What follows belongs to an exercise in optimizing a design on an open flow for small area, a short achievable clock period and few clock cycles per item; a production flow would make more cautious choices. Function was not checked in any run shown here: the RTL went through the layout flow alone. No activity file was given, so power comes from the tool's default toggle rates.

## flow/design.v (module list and top-level ports; edited modules follow where they fit)
// module digitClassifier: 4194 lines
module digitClassifier
(
    input  logic      clk,
    input  logic      rst,
    input  logic      start,
    input  logic      wrEn,
    input  cnnDataPkg::memAddr_t  wrAddr,
    input  cnnDataPkg::pixel_t    wrData,
    output logic      busy,
    output logic      done,
    output cnnDataPkg::classIdx_t classIdx,
    output cnnDataPkg::score_t    bestScore
);
  // ...
==> flow/flow/run.sh <==
#!/bin/bash
set -euo pipefail
bash standard.sh SETUP_SLACK_MARGIN=6.5 finish > standard_make.log 2>&1
==> flow/standard.sh <==
#!/bin/bash
# synth_recipe.tcl (not shown) runs the flow's synth.tcl, then flattens the netlist and writes it again
# the make line also repeats each setting of config.mk as NAME=value (left out here)
make -C /OpenROAD-flow-scripts/flow DESIGN_CONFIG=/design/flow/config.mk WORK_HOME=/design/flow/orfs CLKGATE_MAP_FILE= SYNTH_SCRIPT=/design/flow/synth_recipe.tcl "${@:-finish}"
==> flow/config.mk <==
export PLATFORM = sky130hd
export DESIGN_NAME = digitClassifier
export DESIGN_NICKNAME = digitClassifier
export VERILOG_FILES = /design/flow/design.v
export SDC_FILE = /design/flow/constraint.sdc
export NUM_CORES = 4
export LEC_CHECK = 0
export CAP_MARGIN = 20
export CORE_MARGIN = 2
export CORE_UTILIZATION = 40
export SLEW_MARGIN = 20
==> flow/constraint.sdc <==
create_clock -name core_clock -period 10.0 [get_ports {clk}]
set_input_delay 2.0000 -clock core_clock [delete_from_list [all_inputs] [get_ports {clk}]]
set_output_delay 2.0000 -clock core_clock [all_outputs]
set_load 0.01 [all_outputs]
==> impl_results.md, run 1 <==
- Hold depth: 0
- Antenna-violating nets left: 0
- First-pass detailed-route iteration total: 6
- Num sequential: 1,625
- CP max-delay cell: fa_1
- DP Cell Count: 8,450
- Worst Tran Pin Value: 1230 ps
- Later-pin clock latency in the skew report: 860 ps
- WP data required: 10,750 ps
- Synth Area in Compound Gates: 10.6%
- Crit path depth: 14
- CP arrival: 5000 ps
- Worst r2r path cells: 14
- P_clk: 6550 uW
- Clock buf count: 219
- Top cell category: registers
- Status: timing/DRC/antenna clean
- Met2 wire len: 103,000 um
- Crit path to: c1[18]
- Placed cell area: 0.0814 mm2
- Largest net degree at the start of global routing: 101
- Worst Skew: 58.1 ps
- Net Sw Frac: 39.5%
- Final nets: 7,091
- Sink Count: 1,625
- Post-synth EDFFs: 944
- Total negative slack: 0 ps
- Largest family of logic cells by synthesized area: adder cells
- Pre-CTS WS: 5510 ps
- Relative slew slack: 17.6%
- Routed length per placed instance: 24.4 um
- GR Util met1: 28.4%
- Worst IR drop on VDD: 0.587 mV
- Avg Inst Size Synth: 12.9 um2
- Commonest non-fill, non-tap cells in the layout: 944 x edfxtp_1, 629 x dfxtp_1, 616 x inv_1
==> inputs of run 2 (changes only) <==
==> flow/flow/run.sh (replaced) <==
#!/bin/bash
set -euo pipefail
bash standard.sh SETUP_SLACK_MARGIN=7.5 finish > standard_make.log 2>&1
==> run 2 against run 1 <==
Against the previous run:
- still clean on timing, DRC and antenna
- clock skew is 18 ps higher
- synthesized cell count unchanged
- critical path depth did not move
- design area up 7.6%
- clock power rose by 2%
- die area stayed put
- count of clock-buffer cells in the layout grew 5
==> impl_results.md, run 2 <==
- Via count: 50.3k (was 48.7k)
- Worst IR drop on VDD: 0.465 mV (was 0.587 mV)
- Met1 Wirelength: 93,900 um (was 87,300 um)
- Synthesized instance count: 6,045 (unchanged)
- Top routing layer used: met5 (unchanged)
- Global-route wire length before repair: 340,000 um (was 321,000 um)
- Count of buffers from port buffering: 42 (unchanged)
- Commonest cells post-synth: 944 x edfxtp_1, 670 x dfxtp_1, 628 x inv_1, 542 x a22oi_1, 474 x fa_1 (unchanged)
- Count leader, synth: edfxtp_1 (unchanged)
- Combinational Power Share: 51.5% (was 48.4%)
- Synth top area cells: edfxtp_1 36%, dfxtp_1 17%, fa_1 12% (unchanged)
- Final setup fails: 0 (unchanged)
- Biggest register: pix (unchanged)
- GPL Wtd Cong: 0.966 (was 0.977)
- Ys async rst share: 0.677% (unchanged)
- Multi-input gate area: 0.0371 mm2 (was 0.0333 mm2)
- Syn nets: 6,868 (unchanged)
- Total negative slack: 0 ps (unchanged)
- Pre-CTS WS: 5500 ps (was 5510 ps)
- TritonCTS buffer count: 172 (was 173)
- Initial antenna violation count: 7 (was 11)
- Net Switching: 13,400 uW (was 12,400 uW)
- Hold depth: 0 (unchanged)
- CTS tree: built (unchanged)
- Pins Over Slew Limit: 0 (unchanged)
- Worst-path clk slew: 60 ps (about the same)
- Yosys top cell by area: edfxtp_1 (unchanged)
- Most used DFF post-synth: edfxtp_1 (unchanged)
- Cts hold-fix bufs: 0 (unchanged)
- CP Launch Type: flop (unchanged)
- Detailed Place HPWL: 153,000 um (was 151,000 um)
- Fin cells: 9,170 (was 8,944)
- Placed cell area: 0.0823 mm2 (was 0.0814 mm2)
- Crit-path max FO: 14 (unchanged)
- CP arrival: 4950 ps (was 5000 ps)
- Final non-filler cell area: 0.0964 mm2 (was 0.0896 mm2)
- Total track usage: 23.2% (was 21.8%)
- Synth cell types: 70 (unchanged)
- Total gr overflow: 0 (unchanged)
- Fin Hold WS: 280 ps (was 325 ps)
- #FFs+latches synth: 1,625 (unchanged)
- Commonest non-fill, non-tap cells in the layout: 944 x edfxtp_1, 586 x dfxtp_1, 486 x inv_1 (was 944 x edfxtp_1, 629 x dfxtp_1, 616 x inv_1)
- DRC viols: 0 (unchanged)
- Starting Density: 40.3% (unchanged)
- Core Box Area: 0.193 mm2 (unchanged)
- Status: timing/DRC/antenna clean (unchanged)
- Die area: 0.198 mm2 (unchanged)
- Sequential fraction of the synthesis area: 54.0% (unchanged)
- Worst Hold Class: flop to flop (unchanged)
- Wire length on met3: 18,800 um (was 18,200 um)
- Nature of the critical path endpoint: flop (unchanged)
- Final period utilization: 42.1% (was 42.5%)
- Worst r2r path cells: 14 (unchanged)
- WP data required: 10,750 ps (about the same)
- Relative slew slack: 21.2% (was 17.6%)
- Share of post-route cells with drive strength above 1: 30.3% (was 14.0%)
- Die span in y: 445 um (unchanged)
- RSZ-0062 raised after global routing: yes (unchanged)
- Largest register FFs: 512 (unchanged)
- Std cell rows: 161 (unchanged)
- DRT Wirelength: 233,000 um (was 218,000 um)
- Count of warnings emitted by yosys: 16 (unchanged)
- Later-pin clock latency in the skew report: 840 ps (was 860 ps)
- Number of global-route vias before repair: 51.2k (was 48.9k)
- DP Cell Count: 8,448 (was 8,450)
- Met2 wire len: 110,000 um (was 103,000 um)
- Sink Count: 1,625 (unchanged)
- Final hold vios: 0 (unchanged)
- # fillers: 16.3k (was 17.1k)
- Post-synth EDFFs: 944 (unchanged)
- Max stage delay on crit path: 550 ps (about the same)
- Antenna-violating nets left: 0 (unchanged)
- Net Sw Frac: 39.7% (was 39.5%)
- Worst Tran Pin Value: 1180 ps (was 1230 ps)
- Final nets: 7,312 (was 7,091)
- Max_cap viols: 0 (unchanged)
- Worst setup margin: 5790 ps (was 5750 ps)
- DRT iter0 DRCs: 5,166 (was 5,120)
- CP max-delay cell: fa_1 (unchanged)
- Area growth from synthesis to layout: 23.8% (was 15.1%)
- Reg power frac: 28.6% (was 30.6%)
- H-tree levels: 4 (unchanged)
- Crit path cell chain: a22oi_2, xor2_1, fa_1, inv_1, fa_1, fa_1, ha_4, a21o_1, a221o_1, a22oi_2, a211oi_2, o31a_1, nor2_1, xnor2_1 (was a22oi_2, xor2_1, fa_1, inv_1, fa_1, fa_1, ha_4, and3_4, a221o_1, a22oi_2, a211oi_2, o31a_1, nor2_1, xnor2_1)
- Crit path top cell by count: fa_1 (unchanged)
- Clock Tree Root: clkbuf_16 (unchanged)
- P_leak: 0.0368 uW (was 0.0348 uW)
- P per Cell Area: 350 mW/mm2 (was 349 mW/mm2)
- Largest net degree at the start of global routing: 101 (unchanged)
- Top flop regs: pix: 512 flops, fc: 288 flops, lb: 112 flops (unchanged)
- Ports: 43 (unchanged)
- Via density: 5.49 (was 5.44)
- Top-area cell type share of the netlist area: 36.4% (unchanged)
- Worst Skew: 76.4 ps (was 58.1 ps)
- DIE WIDTH: 445 um (unchanged)
- Int Pwr: 20,300 uW (was 18,900 uW)
- Routed length per placed instance: 25.4 um (was 24.4 um)
- First-pass detailed-route iteration total: 7 (was 6)
- Avg Inst Size Synth: 12.9 um2 (unchanged)
- Commonest non-fill, non-tap cell in the layout: edfxtp_1 (unchanged)
- CTS Buffer Depth: 3 (unchanged)
- Synth Cell Area: 0.0778 mm2 (unchanged)
- Flip-flop and latch area: 0.0422 mm2 (was 0.0421 mm2)
- Fin crit period: 4210 ps (was 4250 ps)
- Fmax: 0.238 GHz (was 0.236 GHz)
- Clock share of power: 19.9% (was 21.0%)
- Crit path kind: flop to flop (unchanged)
==> run 2: cell types whose count changed in the layout (fill, tap and decap cells not counted), sizes merged, moves of 7 or more <==
cell         change
clkinv           -8
clkinvlp         +7
inv              -9
bufinv           +9
buf            +241
dlygate4sd2     -20
==> run 2: metrics by stage <==
stage	utilization (%)	power [uW]
CTS	48.6	32900
finish	49.9	33700
detailed placement	42.6	24300
floorplan	-	19700
global route	49.9	36100
global placement	42.6	24000
==> run 2: kinds of logic after synthesis <==
kind of cell,Yosys count,synth area share [%]
buf+inv,920,4.51
flops,1625,54.0
fa+ha+maj,804,17.5
xor+xnor,573,6.45
mux,64,0.881
compound gates,1124,10.6
simple gates,935,6.00
==> run 2: per-layer routing <==
metal | global-route usage (%) | vias to the layer above
li1 | - | 22200
met1 | 30.1 | 25500
met2 | 38.3 | 2089
met3 | 4.92 | 537
met4 | 8.52 | 4
met5 | 0 | -
==> run 2: worst paths after layout <==
| kind | startpoint | endpoint | slack, ps |
|---|---|---|---|
| min | lb[4][0] | lb[5][0] | 280 |
| min reg2reg | lb[4][0] | lb[5][0] | 280 |
| max reg2reg | wd[3] | c1[18] | 5790 |
| max in group asynchronous | rst | busy | 7770 |
| max | wd[3] | c1[18] | 5790 |
| min in group asynchronous | rst | replay | 1670 |
==> run 2: final cells by class <==
type	instances	area share, %
Timing Repair Buffer	556	5.69
Inverter	631	2.47
Clock buffer	224	4.88
Sequential cell	1625	43.8
Multi-Input combinational cell	3503	38.5
Tap cell	2526	3.28
Antenna cell	6	0.0156
Clock inverter	99	1.35
==> run 2: worst max-delay path, delay by kind of cell (launching register included) <==
family	cells	cell delay (ps)
DFF	1	510
xor gates and xnor gates	2	330
buffers and inverters	1	50
adders and majority gates	4	1760
AOI/OAI and AO/OA	6	1340
and+or+nand+nor	1	140
==> run 2: power by group through the flow <==
stage | Clock, uW | Combinational, uW | Sequential, uW
after detailed placement | 0 | 14500 | 9860
after CTS | 6800 | 16500 | 9620
final | 6710 | 17400 | 9640
after global routing | 7070 | 19300 | 9750
after global placement | 0 | 14200 | 9840
after floorplan | 0 | 10600 | 9160
==> run 2: what timing repair did <==
action	CTS	global route
endpoints found under the hold margin	0	0
pin swaps	291	266
setup buffers	269	105
resized for setup	899	413
cloned	15	3
setup endpoints to repair	1058	692

-- re-timing with driven ports --
Ports are ideal in the flow. The routed layouts listed here were re-timed in OpenROAD. Step 1 (the two cells are an assumption about what drives the block):
set clk [get_ports {clk}]
set_driving_cell -lib_cell sky130_fd_sc_hd__clkbuf_16 $clk
set_driving_cell -lib_cell sky130_fd_sc_hd__buf_2 [delete_from_list [all_inputs] $clk]
Step 2 moves the port delays by t, midway between the first and last clock arrival at a register: inputs arrive t later, outputs are due t later. That takes back most of the time a late clock gives input paths. a / b / c = ideal ports / drivers / drivers and shift; a / b = the first two.
run	shift t [ns]	setup slack, ns	worst setup path at the end	slew at the worst register clock pin (ns)
run 1	0.920	5.755 / 5.755 / 5.755	register to register	0.07 / 0.07
run 2	0.889	5.793 / 5.793 / 5.793	register to register	0.07 / 0.07
After both steps setup and hold are still met in every run listed.
